This design comes from an exercise in tuning for a short achievable clock period and few clock cycles per item on the open sky130 flow, not from production work. In this exercise RTL edits were held to simulation tests only and were not proved equivalent to the original. No activity file was given, so power comes from the tool's default toggle rates.

Setup of JK:
## des_top
module des_top #(
    parameter int addr_width = 5
) (
    input  logic                    clk,
    input  logic                    reset,
    input  logic [addr_width-1:0]   paddr,
    input  logic                    psel,
    input  logic                    penable,
    input  logic                    pwrite,
    input  des_pkg::des_half_t      pwdata,
    output des_pkg::des_half_t      prdata,
    output logic                    pready,
    output logic                    pslverr
);
==> flow/config.mk <==
export PLATFORM = sky130hd
export DESIGN_NAME = des_top
export DESIGN_NICKNAME = des_top
export VERILOG_FILES = /design/flow/design.v
export SDC_FILE = /design/flow/constraint.sdc
export NUM_CORES = 4
export LEC_CHECK = 0
export CAP_MARGIN = 20
export CORE_MARGIN = 2
export CORE_UTILIZATION = 40
export SETUP_SLACK_MARGIN = 3.7
export SLEW_MARGIN = 20
==> flow/constraint.sdc <==
create_clock -name core_clock -period 6.0 [get_ports {clk}]
set_input_delay 1.2000 -clock core_clock [delete_from_list [all_inputs] [get_ports {clk}]]
set_output_delay 1.2000 -clock core_clock [all_outputs]
set_load 0.01 [all_outputs]
run.sh (not shown) runs the stock make flow with config.mk's settings and CLKGATE_MAP_FILE= SYNTH_SCRIPT=/design/flow/synth_recipe.tcl, a recipe that flattens the netlist after the stock synthesis.
Testbench counts of JK, summed over its fixed seeds: cycles 5,956, items 256.
Inputs modified between JK and MS:
-- flow/design.v --
<<< JK, line 282
    input  logic                load_a,
    input  logic                load_b,
    output logic                last,
    output des_pkg::des_block_t fc
);
>>> MS, line 282
    input  logic                load_a,
    input  logic                load_b,
    output des_pkg::des_block_t fc
);
<<< JK, line 321
            rnd_q <= 4'd0;
        end
        else
        begin
            l_q   <= r_q;
>>> MS, line 320
            rnd_q <= 4'd0;
        end
        else if (rnd_q != 4'd15)
        begin
            l_q   <= r_q;
<<< JK, line 330
        end
    end
    assign last = (rnd_q == 4'd15);
    assign fc = des_pkg::fp_perm({r_nx, r_q});
endmodule
>>> MS, line 329
        end
    end
    assign fc = des_pkg::fp_perm({r_nx, r_q});
endmodule
<<< JK, line 352
    output des_pkg::des_block_t     data_q,
    output logic                    load_a,
    output logic                    load_b,
    input  logic                    last
);
    localparam int CW = 5;
>>> MS, line 350
    output des_pkg::des_block_t     data_q,
    output logic                    load_a,
    output logic                    load_b
);
    localparam int CW = 5;
<<< JK, line 359
    des_pkg::des_half_t  key_hi, key_lo, data_hi, data_lo, result_hi, result_lo;
    des_pkg::des_half_t  rdata;
    logic [CW-1:0] cnt_q, cnt_dec, cnt_nx, rem_q;
    logic       busy_q, done_q, pend_q, start_q, defer_q, block_q, we_any;
    logic       wok_q, laok_q, block_nx, busy_nx2;
>>> MS, line 356
    des_pkg::des_half_t  key_hi, key_lo, data_hi, data_lo, result_hi, result_lo;
    des_pkg::des_half_t  rdata;
    logic [CW-1:0] cnt_q, cnt_dec, rem_q;
    logic       busy_q, done_q, pend_q, start_q, defer_q, block_q, we_any;
    logic       wok_q, laok_q, block_nx, busy_nx2;
<<< JK, line 387
    assign we_any = we_key_hi || we_key_lo || we_data_hi || we_data_lo;
    assign load_a = setup && pwrite && a_data_lo && laok_q;
    assign load_b = (defer_q || last) && !block_q && !load_a;
    assign key_q  = {key_hi, key_lo};
    assign data_q = {data_hi, data_lo};
>>> MS, line 384
    assign we_any = we_key_hi || we_key_lo || we_data_hi || we_data_lo;
    assign load_a = setup && pwrite && a_data_lo && laok_q;
    assign load_b = defer_q && !block_q && !load_a;
    assign key_q  = {key_hi, key_lo};
    assign data_q = {data_hi, data_lo};
<<< JK, line 398
    end
    assign cnt_dec = (cnt_q == '0) ? '0 : cnt_q - 1'b1;
    assign cnt_nx   = load_a ? LAST :
                      we_any ? LAST + 1'b1 :
                      load_b ? LAST :
                      defer_q ? LAST + 1'b1 : cnt_dec;
    assign rem_nx   = start_q ? cnt_nx : ((rem_q == '0) ? '0 : rem_q - 1'b1);
    assign block_nx = start_q ? (cnt_nx != '0) : (pend_q && rem_q > CW'(1));
    assign busy_nx2 = busy_nx && !(rem_nx <= CW'(2));
    always_ff @(posedge clk)
>>> MS, line 395
    end
    assign cnt_dec = (cnt_q == '0) ? '0 : cnt_q - 1'b1;
    assign rem_nx   = start_q ? cnt_dec : ((rem_q == '0) ? '0 : rem_q - 1'b1);
    assign block_nx = start_q ? (cnt_dec != '0) : (pend_q && rem_q > CW'(1));
    assign busy_nx2 = busy_nx && !(rem_nx <= CW'(2));
    always_ff @(posedge clk)
<<< JK, line 423
        begin
            defer_q <= (we_any && !load_a) || (defer_q && !load_a && !load_b);
            cnt_q   <= cnt_nx;
            start_q <= start_nx;
            busy_q  <= busy_nx;
>>> MS, line 416
        begin
            defer_q <= (we_any && !load_a) || (defer_q && !load_a && !load_b);
            cnt_q   <= load_a ? LAST :
                       we_any ? LAST + 1'b1 :
                       load_b ? LAST :
                       defer_q ? LAST + 1'b1 : cnt_dec;
            start_q <= start_nx;
            busy_q  <= busy_nx;
<<< JK, line 432
            if (start_q)
            begin
                rem_q  <= cnt_nx;
                pend_q <= 1'b1;
            end
>>> MS, line 428
            if (start_q)
            begin
                rem_q  <= cnt_dec;
                pend_q <= 1'b1;
            end
<<< JK, line 499
    des_pkg::des_block_t data_q;
    des_pkg::des_block_t fc;
    logic                load_a, load_b, last;
    des_apb_ctrl #(
        .addr_width (addr_width),
>>> MS, line 495
    des_pkg::des_block_t data_q;
    des_pkg::des_block_t fc;
    logic                load_a, load_b;
    des_apb_ctrl #(
        .addr_width (addr_width),
<<< JK, line 518
        .data_q   (data_q),
        .load_a   (load_a),
        .load_b   (load_b),
        .last     (last)
    );
    des_state u_state (
>>> MS, line 514
        .data_q   (data_q),
        .load_a   (load_a),
        .load_b   (load_b)
    );
    des_state u_state (
<<< JK, line 528
        .load_a  (load_a),
        .load_b  (load_b),
        .last    (last),
        .fc      (fc)
    );
>>> MS, line 523
        .load_a  (load_a),
        .load_b  (load_b),
        .fc      (fc)
    );
- Diff JK -> MS: cell area after layout increased 3500 sq um; number of non-filler instances in the completed layout increased 150; maximum frequency decreased 7.5%; wire length on met3 increased about 40%.
- Post-placement setup slack: MS < JK
- MS vs JK, net switching component of the power went up by 18%.
- Changes observed in MS relative to JK: required time of the worst setup path decreased 0.08 ns, final period demand of the worst path increased 0.21 ns.
- Total power delta (MS − JK): unfavourable
- Diff JK -> MS: share of total power in combinational logic went up by 6.9 points; worst setup slack fell by 0.21 ns.
- Worst hold slack across all endpoints: MS vs JK up 0.032 ns
- Relative to JK, the global-route usage of MS is higher by 2.7 points.
- Diff JK -> MS | total via count in the routed design | up by more than 10%
Testbench counts of MS, summed over its fixed seeds: cycles 5,956, items 256.

afterwards: timing with drivers on the ports:
The flow's constraints put no driver on any port. The routed layouts listed below were extracted and timed again, unchanged, in two steps.
Step 1: set_driving_cell puts a clkbuf_16 on clk and a buf_2 on each other input, an assumption about the parent block.
Step 2 also shifts input and output timing later by t, the mid clock arrival at the registers, as if the neighbouring blocks saw the same clock.
Three values: no drivers, after step 1, after step 2; two values: the first two.
run | t (ns) | setup slack, ns | worst setup path at the end | slew at the worst register clock pin (ns) | pins driven straight from the clock port
JK | 0.618 | 3.442 / 3.442 / 2.907 | input to register | 0.07 / 0.07 | 1
MS | 0.646 | 3.233 / 3.233 / 2.910 | input to register | 0.07 / 0.07 | 1
After both steps setup and hold are still met in every run listed. For JK, which loses most, drivers alone change the setup slack by 0.000 ns; drivers and shift together by -0.535 ns.
